Context: an optimization exercise on an open-source flow, tuned for small area, a short achievable clock period and few clock cycles per item. The choices shown serve that exercise and are no tape-out recipe.
Only simulation tests tie the RTL to the original design; equivalence was not proved.
Power and IR drop assume default switching activity.

==> flow/design.v <==
`default_nettype none
package bfbp_pkg;
   localparam int unsigned WeightWidth = 16;
   localparam int unsigned IndexWidth  = 7;
   localparam int unsigned CountWidth  = 8;
   localparam int unsigned StatusWidth = 2;
   typedef enum logic [StatusWidth-1:0] {
      STATUS_PLACED     = 2'd0,
      STATUS_OVERWEIGHT = 2'd1,
      STATUS_FULL       = 2'd2
   } status_type;
   typedef struct packed {
      logic [WeightWidth-1:0] item_weight;
      logic                   last_item;
   } req_payload_type;
   typedef struct packed {
      logic [IndexWidth-1:0]  bin_index;
      logic                   opened_new;
      logic [CountWidth-1:0]  bins_in_use;
      logic [StatusWidth-1:0] status;
      logic                   set_done;
   } rsp_payload_type;
endpackage
`default_nettype wire
`default_nettype none
module bfbp_lt #(
   parameter int unsigned W = 16
) (
   input  wire logic [W-1:0] a,
   input  wire logic [W-1:0] b,
   output wire logic         lt
);
   localparam int unsigned L = $clog2(W);
   logic [W-1:0] gt_l [L+1];
   logic [W-1:0] ls_l [L+1];
   assign gt_l[0] = a & ~b;
   assign ls_l[0] = ~a & b;
   for (genvar l = 0; l < L; l++) begin : g_l
      for (genvar k = 0; k < W; k++) begin : g_k
         if ((k % (2 << l)) == 0 && (k + (1 << l)) < W) begin : g_m
            assign ls_l[l+1][k] = ls_l[l][k+(1<<l)] | (~gt_l[l][k+(1<<l)] & ls_l[l][k]);
            assign gt_l[l+1][k] = gt_l[l][k+(1<<l)] | (~ls_l[l][k+(1<<l)] & gt_l[l][k]);
         end else begin : g_p
            assign ls_l[l+1][k] = ls_l[l][k];
            assign gt_l[l+1][k] = gt_l[l][k];
         end
      end
   end
   assign lt = ls_l[L][0];
endmodule
module best_fit_bin_packer #(
   parameter int unsigned MAX_BINS = 128
) (
   input  wire logic              clock,
   input  wire logic              reset,
   input  wire logic              req_valid,
   output wire logic              req_ready,
   input  wire logic [15:0]       req_item_weight,
   input  wire logic              req_last_item,
   output wire logic              rsp_valid,
   input  wire logic              rsp_ready,
   output wire logic [6:0]        rsp_bin_index,
   output wire logic              rsp_opened_new,
   output wire logic [7:0]        rsp_bins_in_use,
   output wire logic [1:0]        rsp_status,
   output wire logic              rsp_set_done,
   input  wire logic              csr_wr_en,
   input  wire logic [15:0]       csr_wr_data
);
   localparam int unsigned N     = MAX_BINS;
   localparam int unsigned AW    = $clog2(MAX_BINS);      
   localparam int unsigned CW    = $clog2(MAX_BINS + 1);  
   localparam int unsigned WW    = 16;
   localparam int unsigned LANES = 16;
   localparam int unsigned LB    = $clog2(LANES);         
   localparam int unsigned RB    = AW - LB;               
   localparam int unsigned G1    = LANES / 4;             
   logic [WW-1:0]   cap_ff;
   logic [CW-1:0]   count_ff;
   logic            rsp_valid_ff;
   logic [6:0]      rsp_idx_ff;
   logic            rsp_new_ff;
   logic [7:0]      rsp_cnt_ff;
   logic [1:0]      rsp_st_ff;
   logic            rsp_done_ff;
   logic [WW-1:0]   space_mem [N];
   logic            sc_busy;
   logic [WW-1:0]   weight_ff;
   logic            last_ff;
   logic            over_ff;
   logic [RB:0]     rd_row;         
   logic            rd_done;        
   logic            rd_v;
   logic [RB-1:0]   rd_base;
   logic [WW-1:0]   rd_data [LANES];
   logic [LANES-1:0] rd_fit;
   logic            t1_v;
   logic            t1_cv [G1];
   logic [WW-1:0]   t1_cs [G1];
   logic [AW-1:0]   t1_ci [G1];
   logic            best_v;
   logic [WW-1:0]   best_s;
   logic [AW-1:0]   best_i;
   logic            fin_v;
   logic            fin_en;         
   logic            fin_open;       
   logic [AW-1:0]   fin_idx;        
   logic [WW-1:0]   fin_data;       
   logic [CW-1:0]   fin_cnt;        
   logic [1:0]      fin_status;
   logic            fin_last;
   logic            out_free, commit;
   logic            fw_en;
   logic [AW-1:0]   fw_idx;
   logic [WW-1:0]   fw_data;
   logic [CW-1:0]   count_eff;      
   assign out_free  = !rsp_valid_ff || rsp_ready;
   assign commit    = fin_v && out_free;
   assign fw_en     = fin_v && fin_en;
   assign fw_idx    = fin_idx;
   assign fw_data   = fin_data;
   assign count_eff = count_ff;     
   logic            req_fire, scan_done, fin_free, sc_free;
   logic [RB:0]     rows_needed;
   assign rows_needed = (RB+1)'((count_eff + CW'(LANES - 1)) >> LB);
   assign scan_done   = sc_busy && !rd_v && (rd_done || (rd_row >= rows_needed));
   assign fin_free    = !fin_v || commit;
   assign sc_free     = !sc_busy || (scan_done && fin_free);
   assign req_ready   = sc_free;
   assign req_fire    = req_valid && req_ready;
   assign rsp_valid       = rsp_valid_ff;
   assign rsp_bin_index   = rsp_idx_ff;
   assign rsp_opened_new  = rsp_new_ff;
   assign rsp_bins_in_use = rsp_cnt_ff;
   assign rsp_status      = rsp_st_ff;
   assign rsp_set_done    = rsp_done_ff;
   logic            do_read;
   logic [WW-1:0]   rdat  [LANES];
   logic [WW-1:0]   rleft [LANES];
   logic [LANES-1:0] rfit;
   assign do_read = req_fire || (sc_busy && !rd_done && (rd_row < rows_needed));
   for (genvar l = 0; l < LANES; l++) begin : g_rd
      logic [WW:0] d_new, d_cur;
      assign rdat[l]  = (fw_en && (fw_idx == {rd_row[RB-1:0], LB'(l)})) ? fw_data
                        : space_mem[{rd_row[RB-1:0], LB'(l)}];
      assign d_new    = {1'b0, rdat[l]} - {1'b0, req_item_weight};
      assign d_cur    = {1'b0, rdat[l]} - {1'b0, weight_ff};
      assign rleft[l] = req_fire ? d_new[WW-1:0] : d_cur[WW-1:0];
      assign rfit[l]  = req_fire ? !d_new[WW] : !d_cur[WW];
   end
   logic [WW:0]     fw_d;
   logic            fw_row;
   logic            x_v;
   assign fw_d   = {1'b0, fw_data} - {1'b0, weight_ff};
   assign fw_row = fw_en && (fw_idx[AW-1:LB] == rd_base);
   assign x_v    = rd_v && fw_row && !fw_d[WW] && (CW'(fw_idx) < count_eff);
   logic            l_v [LANES];
   logic [WW-1:0]   l_s [LANES];
   for (genvar l = 0; l < LANES; l++) begin : g_lane
      logic hit;
      assign hit    = fw_row && (fw_idx[LB-1:0] == LB'(l));
      assign l_s[l] = rd_data[l];
      assign l_v[l] = (CW'({rd_base, LB'(l)}) < count_eff) && rd_fit[l] && !hit;
   end
   logic            n1_v [LANES/2];
   logic [WW-1:0]   n1_s [LANES/2];
   logic [AW-1:0]   n1_i [LANES/2];
   for (genvar k = 0; k < LANES / 2; k++) begin : g_n1
      logic less, sel;
      bfbp_lt #(.W(WW)) u_c (.a(l_s[2*k+1]), .b(l_s[2*k]), .lt(less));
      assign sel     = l_v[2*k+1] && (!l_v[2*k] || less);
      assign n1_v[k] = l_v[2*k] || l_v[2*k+1];
      assign n1_s[k] = sel ? l_s[2*k+1] : l_s[2*k];
      assign n1_i[k] = {rd_base, LB'(2*k + (sel ? 1 : 0))};
   end
   logic            n2_v [G1];
   logic [WW-1:0]   n2_s [G1];
   logic [AW-1:0]   n2_i [G1];
   for (genvar k = 0; k < G1; k++) begin : g_n2
      logic less, sel;
      bfbp_lt #(.W(WW)) u_c (.a(n1_s[2*k+1]), .b(n1_s[2*k]), .lt(less));
      assign sel     = n1_v[2*k+1] && (!n1_v[2*k] || less);
      assign n2_v[k] = n1_v[2*k] || n1_v[2*k+1];
      assign n2_s[k] = sel ? n1_s[2*k+1] : n1_s[2*k];
      assign n2_i[k] = sel ? n1_i[2*k+1] : n1_i[2*k];
   end
   logic            n3_v [2];
   logic [WW-1:0]   n3_s [2];
   logic [AW-1:0]   n3_i [2];
   for (genvar k = 0; k < 2; k++) begin : g_n3
      logic less, sel;
      bfbp_lt #(.W(WW)) u_c (.a(t1_cs[2*k+1]), .b(t1_cs[2*k]), .lt(less));
      assign sel     = t1_cv[2*k+1] && (!t1_cv[2*k] || less);
      assign n3_v[k] = t1_cv[2*k] || t1_cv[2*k+1];
      assign n3_s[k] = sel ? t1_cs[2*k+1] : t1_cs[2*k];
      assign n3_i[k] = sel ? t1_ci[2*k+1] : t1_ci[2*k];
   end
   logic            r_v;
   logic [WW-1:0]   r_s;
   logic [AW-1:0]   r_i;
   logic            r_less, r_sel;
   bfbp_lt #(.W(WW)) u_r (.a(n3_s[1]), .b(n3_s[0]), .lt(r_less));
   assign r_sel = n3_v[1] && (!n3_v[0] || r_less);
   assign r_v   = n3_v[0] || n3_v[1];
   assign r_s   = r_sel ? n3_s[1] : n3_s[0];
   assign r_i   = r_sel ? n3_i[1] : n3_i[0];
   logic            found_n, full, open_n;
   logic [CW-1:0]   count_inc;
   logic [WW-1:0]   newsp;
   assign full      = (count_ff == CW'(N));
   assign found_n   = nb_v;
   assign open_n    = !over_ff && !found_n && !full;
   assign count_inc = count_ff + CW'(1);
   assign newsp     = cap_ff - weight_ff;
   logic            rb_less, xb_less, xr_less, take, take_x, rv_ok;
   logic            nb_v;
   logic [WW-1:0]   nb_s;
   logic [AW-1:0]   nb_i;
   bfbp_lt #(.W(WW+AW)) u_rb (.a({r_s, r_i}), .b({best_s, best_i}), .lt(rb_less));
   bfbp_lt #(.W(WW+AW)) u_xb (.a({fw_d[WW-1:0], fw_idx}), .b({best_s, best_i}), .lt(xb_less));
   bfbp_lt #(.W(WW+AW)) u_xr (.a({fw_d[WW-1:0], fw_idx}), .b({r_s, r_i}), .lt(xr_less));
   assign rv_ok  = t1_v && r_v;
   assign take_x = x_v && (!best_v || xb_less) && (!rv_ok || xr_less);
   assign take   = !take_x && rv_ok && (!best_v || rb_less);
   assign nb_v   = take_x || take || best_v;
   assign nb_s   = take_x ? fw_d[WW-1:0] : take ? r_s : best_s;
   assign nb_i   = take_x ? fw_idx : take ? r_i : best_i;
   always_ff @(posedge clock) begin
      if (reset) begin
         cap_ff       <= '1;
         count_ff     <= '0;
         rsp_valid_ff <= 1'b0;
         sc_busy      <= 1'b0;
         fin_v        <= 1'b0;
         rd_row       <= '0;
         rd_done      <= 1'b1;
      end else begin
         if (csr_wr_en) cap_ff <= csr_wr_data;
         if (rsp_ready) rsp_valid_ff <= 1'b0;
         if (commit) rsp_valid_ff <= 1'b1;
         if (scan_done && fin_free) begin
            if (last_ff)      count_ff <= '0;
            else if (open_n)  count_ff <= count_inc;
         end
         if (scan_done && fin_free) fin_v <= 1'b1;
         else if (commit) fin_v <= 1'b0;
         if (req_fire) sc_busy <= 1'b1;
         else if (scan_done && fin_free) sc_busy <= 1'b0;
         if (req_fire) begin
            rd_row  <= (RB+1)'(1);
            rd_done <= 1'b0;
         end else if (sc_busy && !rd_done) begin
            if (rd_row < rows_needed && (rd_row + (RB+1)'(1)) < rows_needed) begin
               rd_row <= rd_row + (RB+1)'(1);
            end else begin
               rd_row  <= '0;
               rd_done <= 1'b1;
            end
         end
      end
   end
   always_ff @(posedge clock) begin
      rd_v    <= do_read;
      rd_base <= rd_row[RB-1:0];
      rd_fit  <= rfit;
      for (int l = 0; l < LANES; l++) rd_data[l] <= rleft[l];
      if (req_fire) begin
         weight_ff <= req_item_weight;
         last_ff   <= req_last_item;
         over_ff   <= req_item_weight > cap_ff;
      end
      t1_v <= rd_v;
      for (int k = 0; k < G1; k++) begin
         t1_cv[k] <= rd_v && n2_v[k];
         t1_cs[k] <= n2_s[k];
         t1_ci[k] <= n2_i[k];
      end
      if (req_fire) begin
         best_v <= 1'b0;
      end else begin
         best_v <= nb_v;
         best_s <= nb_s;
         best_i <= nb_i;
      end
      if (scan_done && fin_free) begin
         fin_en     <= !over_ff && (found_n || !full);
         fin_open   <= open_n;
         fin_idx    <= nb_v ? nb_i : count_ff[AW-1:0];
         fin_data   <= nb_v ? nb_s : newsp;
         fin_cnt    <= open_n ? count_inc : count_ff;
         fin_status <= over_ff ? 2'd1 : (!found_n && full) ? 2'd2 : 2'd0;
         fin_last   <= last_ff;
      end
      if (commit) begin
         rsp_idx_ff  <= fin_en ? 7'(fin_idx) : 7'd0;
         rsp_new_ff  <= fin_open;
         rsp_cnt_ff  <= 8'(fin_cnt);
         rsp_st_ff   <= fin_status;
         rsp_done_ff <= fin_last;
      end
   end
   always_ff @(posedge clock) begin
      if (commit && fw_en) begin
         space_mem[fw_idx] <= fw_data;
      end
   end
endmodule
`default_nettype wire
export LEC_CHECK = 0
export CAP_MARGIN = 20
export CORE_MARGIN = 2
export CORE_UTILIZATION = 40
export SLEW_MARGIN = 20
create_clock -name core_clock -period 6.0 [get_ports {clock}]
run.sh (not shown) runs the stock make flow with config.mk's settings and CLKGATE_MAP_FILE= SYNTH_SCRIPT=/design/flow/synth_recipe.tcl, a recipe that flattens the netlist after the stock synthesis.
The baseline finished clean.
Testbench counts at the start, summed over its fixed seeds: cycles 48,730, items 19,013.
Then changed:
--- a/flow/design.v
+++ b/flow/design.v
@@ -214,14 +214,14 @@
    assign newsp     = cap_ff - weight_ff;
    logic            rb_less, xb_less, xr_less, take, take_x, rv_ok;
    logic            nb_v;
    logic [WW-1:0]   nb_s;
    logic [AW-1:0]   nb_i;
    bfbp_lt #(.W(WW+AW)) u_rb (.a({r_s, r_i}), .b({best_s, best_i}), .lt(rb_less));
-   bfbp_lt #(.W(WW+AW)) u_xb (.a({fw_d[WW-1:0], fw_idx}), .b({best_s, best_i}), .lt(xb_less));
-   bfbp_lt #(.W(WW+AW)) u_xr (.a({fw_d[WW-1:0], fw_idx}), .b({r_s, r_i}), .lt(xr_less));
+   bfbp_lt #(.W(WW)) u_xb (.a(fw_d[WW-1:0]), .b(best_s), .lt(xb_less));
+   bfbp_lt #(.W(WW)) u_xr (.a(fw_d[WW-1:0]), .b(r_s), .lt(xr_less));
    assign rv_ok  = t1_v && r_v;
    assign take_x = x_v && (!best_v || xb_less) && (!rv_ok || xr_less);
    assign take   = !take_x && rv_ok && (!best_v || rb_less);
    assign nb_v   = take_x || take || best_v;
    assign nb_s   = take_x ? fw_d[WW-1:0] : take ? r_s : best_s;
    assign nb_i   = take_x ? fw_idx : take ? r_i : best_i;
@@ -282,14 +282,14 @@
          best_s <= nb_s;
          best_i <= nb_i;
       end
       if (scan_done && fin_free) begin
          fin_en     <= !over_ff && (found_n || !full);
          fin_open   <= open_n;
-         fin_idx    <= nb_v ? nb_i : count_ff[AW-1:0];
-         fin_data   <= nb_v ? nb_s : newsp;
+         fin_idx    <= take_x ? fw_idx : take ? r_i : best_v ? best_i : count_ff[AW-1:0];
+         fin_data   <= take_x ? fw_d[WW-1:0] : take ? r_s : best_v ? best_s : newsp;
          fin_cnt    <= open_n ? count_inc : count_ff;
          fin_status <= over_ff ? 2'd1 : (!found_n && full) ? 2'd2 : 2'd0;
          fin_last   <= last_ff;
       end
       if (commit) begin
          rsp_idx_ff  <= fin_en ? 7'(fin_idx) : 7'd0;
Final area went up by 1.0%.
Maximum frequency stays flat.
Hold slack got worse by 0.019 ns.
Power went down by 4.2%.
Worst setup slack got worse by 0.016 ns.
Clock skew went down by 0.014 ns.
Count of clock-buffer cells in the layout went down by 6.
Final cell count went up by 1.4%.
Area after synthesis stays flat.
Non-clock buffer count went up by 281.
Sequential cell count stays the same.
Testbench counts after the change, summed over its fixed seeds: cycles 48,730, items 19,013.

## separate check: timing with driven ports
No port has a modelled driver above. Below, the same layouts with a new extraction and two added sets of constraints.
Step 1 assumes that a clkbuf_16 drives the clock port and a buf_2 every other input.
Step 2 also shifts input and output timing later by t, the mid clock arrival at the registers, as if the neighbouring blocks saw the same clock.
Three values: ideal ports, drivers, drivers and shift; two values: the first two.
run | t (ns) | setup slack, ns | worst slew at a driven data input, ns | pins driven straight from the clock port
the first run | 0.991 | 0.115 / 0.115 / 0.026 | 0.34 | 1
the second run | 0.988 | 0.099 / -0.007 / 0.047 | 0.12 | 1
After both steps every run listed still meets setup and hold. For the first run, which loses most, drivers alone change the setup slack by 0.000 ns; drivers and shift together by -0.089 ns.
